This is an optimization exercise on Yosys and OpenROAD, whose aim is small area, a short achievable clock period and few clock cycles per item, not a production implementation. In this exercise RTL edits were held to simulation tests only and were not proved equivalent to the original.

==> design/flow/design.v <==
module rational_add_mul_reduce_core (
  input  logic                               clk,
  input  logic                               rst_n,
  input  logic                               in_tvalid,
  output logic                               in_tready,
  input  logic [63:0]                        in_tdata,
  input  logic [1:0]                         in_tuser,
  output logic                               out_tvalid,
  input  logic                               out_tready,
  output logic [63:0]                        out_tdata,
  output logic [0:0]                         out_tuser
);
  localparam int K  = 3;               
  localparam int SW = $clog2(K + 1);
  localparam logic [1:0] REQ_MUL  = 2'd0;
  localparam logic [1:0] REQ_ADD  = 2'd1;
  localparam logic [1:0] REQ_CMP  = 2'd2;
  localparam logic [1:0] REQ_NONE = 2'd3;
  localparam logic [1:0] S_FREE = 2'd0;   
  localparam logic [1:0] S_M2   = 2'd1;
  localparam logic [1:0] S_M3   = 2'd2;
  localparam logic [1:0] S_LOOP = 2'd3;
  logic        pend_r;
  logic [1:0]  req_r;
  logic        a_neg_r, b_neg_r;
  logic [15:0] a_mag_r, b_mag_r;
  logic [14:0] a_den_r, b_den_r;
  logic [1:0]  st_r;
  logic [30:0] u_r;
  logic [29:0] v_r;
  logic [31:0] n00_r, n01_r;    
  logic [29:0] n10_r, n11_r;    
  logic        eq_r;
  logic        out_valid_r;
  logic [15:0] in_a_num, in_b_num;
  logic [14:0] in_a_den, in_b_den;
  assign in_a_num = in_tdata[15:0];
  assign in_a_den = in_tdata[30:16];
  assign in_b_num = in_tdata[46:31];
  assign in_b_den = in_tdata[61:47];
  logic out_free, consume, consume_early, accept;
  assign out_free = !out_valid_r || out_tready;
  always_comb begin
    case (st_r)
      S_FREE:  consume_early = (req_r == REQ_NONE);
      S_M2:    consume_early = (req_r == REQ_MUL);
      S_M3:    consume_early = 1'b1;
      default: consume_early = 1'b0;
    endcase
  end
  assign consume   = pend_r && consume_early && out_free;
  assign in_tready = !pend_r || (consume_early && !out_valid_r);
  assign accept    = in_tvalid && in_tready;
  logic        x_mag, y_mag;
  logic [15:0] mul_x, mul_y;
  logic [31:0] mul_p;
  assign x_mag = (st_r == S_FREE);
  assign y_mag = (st_r == S_FREE) ? (req_r == REQ_MUL) : (st_r == S_M2 && req_r != REQ_MUL);
  assign mul_x = x_mag ? a_mag_r : {1'b0, a_den_r};
  assign mul_y = y_mag ? b_mag_r : {1'b0, b_den_r};
  assign mul_p = mul_x * mul_y;
  logic [31:0] dif;
  logic        ge, uv_eq;
  logic [30:0] du;
  logic [29:0] dv;
  logic [31:0] sum0;
  logic [29:0] sum1;
  logic        u_odd, v_odd;
  logic [SW-1:0] s_d, s_u, s_v, s_b;
  assign dif   = {1'b0, u_r} - {2'b0, v_r};
  assign ge    = !dif[31];
  assign du    = dif[30:0];
  assign dv    = v_r - u_r[29:0];
  assign uv_eq = (u_r == {1'b0, v_r});
  assign sum0  = n00_r + n01_r;
  assign sum1  = n10_r + n11_r;
  assign u_odd = u_r[0];
  assign v_odd = v_r[0];
  always_comb begin
    s_d = SW'(K);
    s_u = SW'(K);
    s_v = SW'(K);
    s_b = SW'(K);
    for (int i = K - 1; i >= 1; i--) begin
      if (du[i])          s_d = SW'(i);
      if (u_r[i])         s_u = SW'(i);
      if (v_r[i])         s_v = SW'(i);
      if (u_r[i] | v_r[i]) s_b = SW'(i);
    end
  end
  logic [1:0]  st_nxt;
  logic [30:0] u_nxt;
  logic [29:0] v_nxt;
  logic [31:0] n00_nxt, n01_nxt;
  logic [29:0] n10_nxt, n11_nxt;
  logic        eq_nxt, out_valid_nxt, neg;
  always_comb begin
    st_nxt        = st_r;
    u_nxt         = u_r;
    v_nxt         = v_r;
    n00_nxt       = n00_r;
    n01_nxt       = n01_r;
    n10_nxt       = n10_r;
    n11_nxt       = n11_r;
    eq_nxt        = eq_r;
    out_valid_nxt = out_valid_r && !out_tready;
    neg           = 1'b0;
    case (st_r)
      S_FREE: begin
        if (pend_r) begin
          if (req_r == REQ_NONE) begin
            if (out_free) begin
              n01_nxt       = '0;
              n11_nxt       = 30'd1;
              eq_nxt        = 1'b0;
              out_valid_nxt = 1'b1;
            end
          end else begin
            u_nxt   = mul_p[30:0];
            n00_nxt = mul_p;
            st_nxt  = S_M2;
          end
        end
      end
      S_M2: begin
        if (out_free) begin
          if (req_r == REQ_MUL) begin
            neg     = a_neg_r ^ b_neg_r;
            v_nxt   = mul_p[29:0];
            n00_nxt = neg ? 32'hFFFF_FFFF : 32'd1;
            n01_nxt = '0;
            n10_nxt = '0;
            n11_nxt = 30'd1;
            st_nxt  = S_LOOP;
          end else begin
            v_nxt   = mul_p[29:0];
            n01_nxt = mul_p;
            st_nxt  = S_M3;
          end
        end
      end
      S_M3: begin
        if (out_free) begin
          n01_nxt = '0;
          n11_nxt = 30'd1;
          if (req_r == REQ_CMP) begin
            eq_nxt        = uv_eq && ((a_neg_r == b_neg_r) || (a_mag_r == '0));
            out_valid_nxt = 1'b1;
            st_nxt        = S_FREE;
          end else begin
            if (a_neg_r == b_neg_r) begin
              u_nxt = sum0[30:0];
              neg   = a_neg_r;
            end else if (ge) begin
              u_nxt = du;
              neg   = a_neg_r;
            end else begin
              u_nxt = {1'b0, dv};
              neg   = b_neg_r;
            end
            v_nxt   = mul_p[29:0];
            n00_nxt = neg ? 32'hFFFF_FFFF : 32'd1;
            n10_nxt = '0;
            st_nxt  = S_LOOP;
          end
        end
      end
      default: begin
        if (uv_eq || u_r == '0) begin
          eq_nxt        = 1'b0;
          out_valid_nxt = 1'b1;
          st_nxt        = S_FREE;
        end
        if (uv_eq) begin
          n01_nxt = sum0;
          n11_nxt = sum1;
        end else if (u_odd && v_odd) begin
          if (ge) begin
            u_nxt   = du >> s_d;
            n00_nxt = n00_r << s_d;
            n10_nxt = n10_r << s_d;
            n01_nxt = sum0;
            n11_nxt = sum1;
          end else begin
            v_nxt   = dv >> s_d;
            n01_nxt = n01_r << s_d;
            n11_nxt = n11_r << s_d;
            n00_nxt = sum0;
            n10_nxt = sum1;
          end
        end else if (!u_odd && v_odd) begin
          u_nxt   = u_r >> s_u;
          n00_nxt = n00_r << s_u;
          n10_nxt = n10_r << s_u;
        end else if (u_odd && !v_odd) begin
          v_nxt   = v_r >> s_v;
          n01_nxt = n01_r << s_v;
          n11_nxt = n11_r << s_v;
        end else begin
          u_nxt = u_r >> s_b;
          v_nxt = v_r >> s_b;
        end
      end
    endcase
  end
  always_ff @(posedge clk) begin
    if (!rst_n) begin
      st_r        <= S_FREE;
      pend_r      <= 1'b0;
      out_valid_r <= 1'b0;
    end else begin
      st_r        <= st_nxt;
      pend_r      <= accept || (pend_r && !consume);
      out_valid_r <= out_valid_nxt;
    end
  end
  always_ff @(posedge clk) begin
    if (accept) begin
      req_r   <= in_tuser;
      a_neg_r <= in_a_num[15];
      b_neg_r <= in_b_num[15];
      a_mag_r <= in_a_num[15] ? (~in_a_num + 16'd1) : in_a_num;
      b_mag_r <= in_b_num[15] ? (~in_b_num + 16'd1) : in_b_num;
      a_den_r <= (in_a_den == '0) ? 15'd1 : in_a_den;
      b_den_r <= (in_b_den == '0) ? 15'd1 : in_b_den;
    end
  end
  always_ff @(posedge clk) begin
    u_r   <= u_nxt;
    v_r   <= v_nxt;
    n00_r <= n00_nxt;
    n01_r <= n01_nxt;
    n10_r <= n10_nxt;
    n11_r <= n11_nxt;
    eq_r  <= eq_nxt;
  end
  assign out_tvalid = out_valid_r;
  assign out_tdata  = {2'b00, n11_r, n01_r};
  assign out_tuser  = eq_r;
endmodule
==> design/flow/run.sh <==
#!/bin/bash
# synth_recipe.tcl (not shown) runs the flow's synth.tcl, then flattens the netlist and writes it again
# the make line also repeats each setting of config.mk as NAME=value (left out here)
make -C /OpenROAD-flow-scripts/flow DESIGN_CONFIG=/design/flow/config.mk WORK_HOME=/design/flow/orfs CLKGATE_MAP_FILE= SYNTH_SCRIPT=/design/flow/synth_recipe.tcl finish
==> design/flow/config.mk <==
export PLATFORM = sky130hd
export DESIGN_NAME = rational_add_mul_reduce_core
export DESIGN_NICKNAME = rational_add_mul_reduce_core
export VERILOG_FILES = /design/flow/design.v
export SDC_FILE = /design/flow/constraint.sdc
export NUM_CORES = 4
export LEC_CHECK = 0
export CAP_MARGIN = 20
export CORE_MARGIN = 2
export CORE_UTILIZATION = 40
export SLEW_MARGIN = 20
==> design/flow/constraint.sdc <==
create_clock -name core_clock -period 10.0 [get_ports {clk}]
set_input_delay 2.0000 -clock core_clock [delete_from_list [all_inputs] [get_ports {clk}]]
set_output_delay 2.0000 -clock core_clock [all_outputs]
set_load 0.01 [all_outputs]
==> impl_summary.txt <==
----------------------------------------------------
[Global routing]
  Global-route congestion overflow total ... 0
  Maximum number of pins on one net before global-route repair ... 84
  Vias in the first global route ... 33200
  Total routing usage reported by global routing ... 0.298
  Number of antenna violations at the first check in global routing ... 0
  Wire length of the first global-routing pass ... 207000 um

[Clock tree]
  Worst-skew pair later-pin latency ... 590 ps
  Cts bufs inserted ... 36
  Longest Clk Path Bufs ... 3
  Root buffer selected by CTS ... sky130_fd_sc_hd__clkbuf_16
  Number of setup buffers added after CTS ... 0
  Number of gates given a new drive strength after cts ... 0
  Clock sink count ... 256
  Clock tree from TritonCTS ... yes
  CTS Hold Buffers Added ... 0
  Clock slew seen by the registers of the worst setup and hold paths ... 70 ps
  H-Tree Level Count ... 2

[Setup path]
  Critical path origin ... st_r[1]
  Longest individual stage delay on the worst path ... 560 ps
  Startpoint type of the worst setup path ... register
  CP delay by family, top ... adder cells
  Crit path max-delay cell type ... sky130_fd_sc_hd__fa_1
  Most repeated library cell on the critical path ... sky130_fd_sc_hd__fa_1
  R2R Path End ... n00_r[31]
  Critical Path AT ... 9130 ps
  Endpoint type of the worst setup path ... register
  Critical path start-end classification ... reg -> reg
  Worst reg2reg startpoint ... st_r[1]
  CP max FO ... 16
  Required time at the worst-slack endpoint ... 10420 ps
  Worst r2r path cells ... 29
  Bufs and invs on worst path ... 7

[Timing]
  Least setup slack across all paths after layout ... 1280 ps
  Upper clock frequency limit ... 115 MHz
  Transition time of the tightest slew-check pin ... 1110 ps
  Fraction of the cycle the final worst path needs ... 0.872
  Hold violation count in the final report ... 0
  Final Slew Violations ... 0
  Setup total negative slack ... 0 ps
  Worst Clk Skew ... 34.7 ps
  Final setup violation count ... 0
  RSZ-0062 raised after global routing ... false
  Worst rel slew slack ... 0.255
  Worst hold slack ... 670 ps
  Minimum period implied by the final worst setup slack ... 8720 ps

[Min path]
  Hold Path Class ... reg -> reg
  Worst-case hold path end point ... st_r[0]
  Number of cells traversed by the worst hold path ... 2
  Worst Hold Launch ... st_r[0]

[Layout]
  Diode insertion count for antenna repair ... 0
  Number of nets at the end of the flow ... 4951
  Proportion of layout cells with a drive suffix above 1 ... 0.0546
  Area growth from synthesis to layout ... 10.1%

[Floorplanning]
  Starting density of the core ... 0.402
  Total I/O pin count ... 137
  Chip Width ... 301 um
  Number of standard-cell rows in the floorplan ... 109
  Die Span Y ... 301 um
  Core Footprint ... 88000 sq um
  DIE AREA ... 90800 sq um

[Logic synthesis]
  Sequential-to-total area share from yosys stat ... 0.216
  EDFF count, synth ... 252
  Dominant register cell in the synthesized netlist ... sky130_fd_sc_hd__edfxtp_1
  Syn avg cell area ... 7.86 sq um
  Synthesized cell area ... 35400 sq um
  Number of synthesized register bits ... 256
  Library cell with the largest summed area after synthesis ... sky130_fd_sc_hd__edfxtp_1
  Ys async rst share ... 0
  Most repeated cell in the gate-level netlist after synthesis ... sky130_fd_sc_hd__nand2_1
  Portion of synthesized cell area occupied by the leading cell type ... 0.214
  Count of different cell masters after synthesis ... 95
  Biggest area contributors in the synthesized netlist ... sky130_fd_sc_hd__edfxtp_1, sky130_fd_sc_hd__fa_1, sky130_fd_sc_hd__ha_1, sky130_fd_sc_hd__a21oi_1, sky130_fd_sc_hd__nand2_1
  Yosys warning count ... 1
  Number of cells produced by synthesis ... 4496
  Leading cell types by count after synthesis ... sky130_fd_sc_hd__nand2_1, sky130_fd_sc_hd__a21oi_1, sky130_fd_sc_hd__nor2_1

[Route]
  Routed Antenna Nets ... 0
  Post-detailed-route wirelength per cell ... 24.4 um
  DRC violation count after routing ... 0
  DRC marker count from the first detailed-route iteration ... 3911
  Total Wirelength ... 138000 um
  Avg Vias per Cell ... 6.17
  Overall via count from detail_route ... 34800
  Detailed-routing iteration count for the pre-antenna-repair pass ... 8

[Placement]
  HPWL after DPL ... 99600 um
  Count of buffers inserted at the top-level ports ... 132
  Global placement routability congestion ... 1.01
  Setup slack at placement ... 1310 ps

[Job]
  Max-cap violations ... 0

[Run status]
  Status ... finished clean

----------------------------------------------------
## flip-flops by register name, indices dropped and copies added, names as in the netlist
signal       count
a_den_r         15
v_r             30
u_r             31
n11_r           30
n10_r           30
b_mag_r         16
st_r             2
eq_r             1
a_mag_r         16
n00_r           32
req_r            2
a_neg_r          1
out_valid_r      1
b_neg_r          1
n01_r           32
b_den_r         15
pend_r           1
## routing by layer
metal | track usage | up-vias | part of all wire
met2 | 0.472 | 1845 | 0.45
met3 | 0.0469 | 370 | 0.090
li1 | - | 15900 | -
met5 | 0 | - | 0
met4 | 0.163 | 0 | 0.062
met1 | 0.389 | 16700 | 0.40
## cell usage in the layout, fill, tap and decap left out, types with 11 or more instances in the layout
cell type,netlist,routed
sky130_fd_sc_hd__clkinv_1,3,11
sky130_fd_sc_hd__xnor2_1,107,105
sky130_fd_sc_hd__nor3_1,32,32
sky130_fd_sc_hd__ha_1,234,231
sky130_fd_sc_hd__a221o_1,21,21
sky130_fd_sc_hd__nor2b_1,15,15
sky130_fd_sc_hd__a211oi_1,72,71
sky130_fd_sc_hd__buf_4,10,97
sky130_fd_sc_hd__nor4_1,27,26
sky130_fd_sc_hd__o21bai_1,15,15
sky130_fd_sc_hd__a2111oi_0,22,20
sky130_fd_sc_hd__clkbuf_16,0,36
sky130_fd_sc_hd__and3_1,20,20
sky130_fd_sc_hd__a21oi_1,558,557
sky130_fd_sc_hd__o31ai_1,12,12
sky130_fd_sc_hd__a221oi_1,29,29
sky130_fd_sc_hd__xor2_1,62,60
sky130_fd_sc_hd__nand4_1,22,22
sky130_fd_sc_hd__mux2i_1,164,164
sky130_fd_sc_hd__inv_1,332,331
sky130_fd_sc_hd__o21a_1,39,39
sky130_fd_sc_hd__a21o_1,66,66
sky130_fd_sc_hd__fa_1,198,197
sky130_fd_sc_hd__mux2_2,32,32
sky130_fd_sc_hd__o211ai_1,45,45
sky130_fd_sc_hd__clkdlybuf4s50_1,0,132
sky130_fd_sc_hd__a31oi_1,41,40
sky130_fd_sc_hd__a311oi_1,20,19
sky130_fd_sc_hd__o21ai_0,217,217
sky130_fd_sc_hd__nor2_1,466,460
sky130_fd_sc_hd__nand2b_1,35,35
sky130_fd_sc_hd__nand3_1,54,53
sky130_fd_sc_hd__and2_1,17,15
sky130_fd_sc_hd__edfxtp_1,252,252
sky130_fd_sc_hd__a22oi_1,34,34
sky130_fd_sc_hd__o22ai_1,62,62
sky130_fd_sc_hd__o221ai_1,35,35
sky130_fd_sc_hd__nand2_1,637,637
## per-stage QoR
step	cells	area [sq um]	utilization
after floorplan	4497	35400	-
after CTS	5635	38900	0.442
after global routing	5635	38900	0.442
after detailed placement	5576	37800	0.430
after global placement	5576	37800	0.430
final	5635	38900	0.442
## how the worst max path moves through the flow
| stage | cells past startpoint | slack (ps) | end |
|---|---|---|---|
| global placement | 29 | 1380 | n00_r[31] |
| global route | 29 | 870 | n00_r[31] |
| CTS | 29 | 1320 | n00_r[31] |
| detailed placement | 29 | 1310 | n00_r[31] |
| finish | 29 | 1280 | n00_r[31] |
| floorplan | 30 | 1880 | n00_r[31] |
## worst reg2reg max path, delay by kind of cell (launching register included)
family / cells / cell delay (ps)
AOI/OAI and AO/OA: 7 / 1830
DFF: 1 / 480
adders and majority gates: 8 / 3670
muxes: 1 / 270
and+or+nand+nor: 5 / 1010
xor gates and xnor gates: 1 / 480
buffers and inverters: 7 / 840
## logic make-up (layout without fill, tap and decap cells)
logic type | count (synthesis) | count (layout) | share of synthesized area
AO/OA/AOI/OAI | 1409 | 1409 | 0.252
AND/OR/NAND/NOR | 1375 | 1375 | 0.164
buffers and inverters | 651 | 624 | 0.0715
adder cells (fa/ha/maj) | 432 | 432 | 0.195
flip-flops | 256 | 256 | 0.216
multiplexers | 203 | 203 | 0.0590
XOR/XNOR | 169 | 169 | 0.0419
other | 1 | 2 | 0.000106
## final cells by class
type	count	area (sq um)
multi-input cells	3590	25400
clock inverters	20	208
flip-flops and latches	256	7650
clock buffers	39	912
fillers	8883	49100
repair buffers	229	2050
inverters	336	1260
well taps	1165	1460
Testbench counts, summed over its fixed seeds: cycles 34,676, items 1,920.

==> port drivers added, routing unchanged <==
Ports are ideal in the flow. The routed layout listed here was re-timed in OpenROAD.
Step 1: set_driving_cell puts a clkbuf_16 on clk and a buf_2 on each other input, an assumption about the parent block.
Step 2 moves the port delays by t, midway between the first and last clock arrival at a register: inputs arrive t later, outputs are due t later. That takes back most of the time a late clock gives input paths.
Slacks: no drivers / after step 1 / after step 2; pairs: no drivers / after step 1.
shift t [ns]: 0.640
setup slack, ns: 1.285 / 1.285 / 1.285
worst hold slack (ns): 0.670 / 0.670 / 0.670
worst setup path at the end: register to register
After both steps setup and hold are still met in this run. The setup slack of this run moves by 0.000 ns with the drivers and by 0.000 ns with both steps.
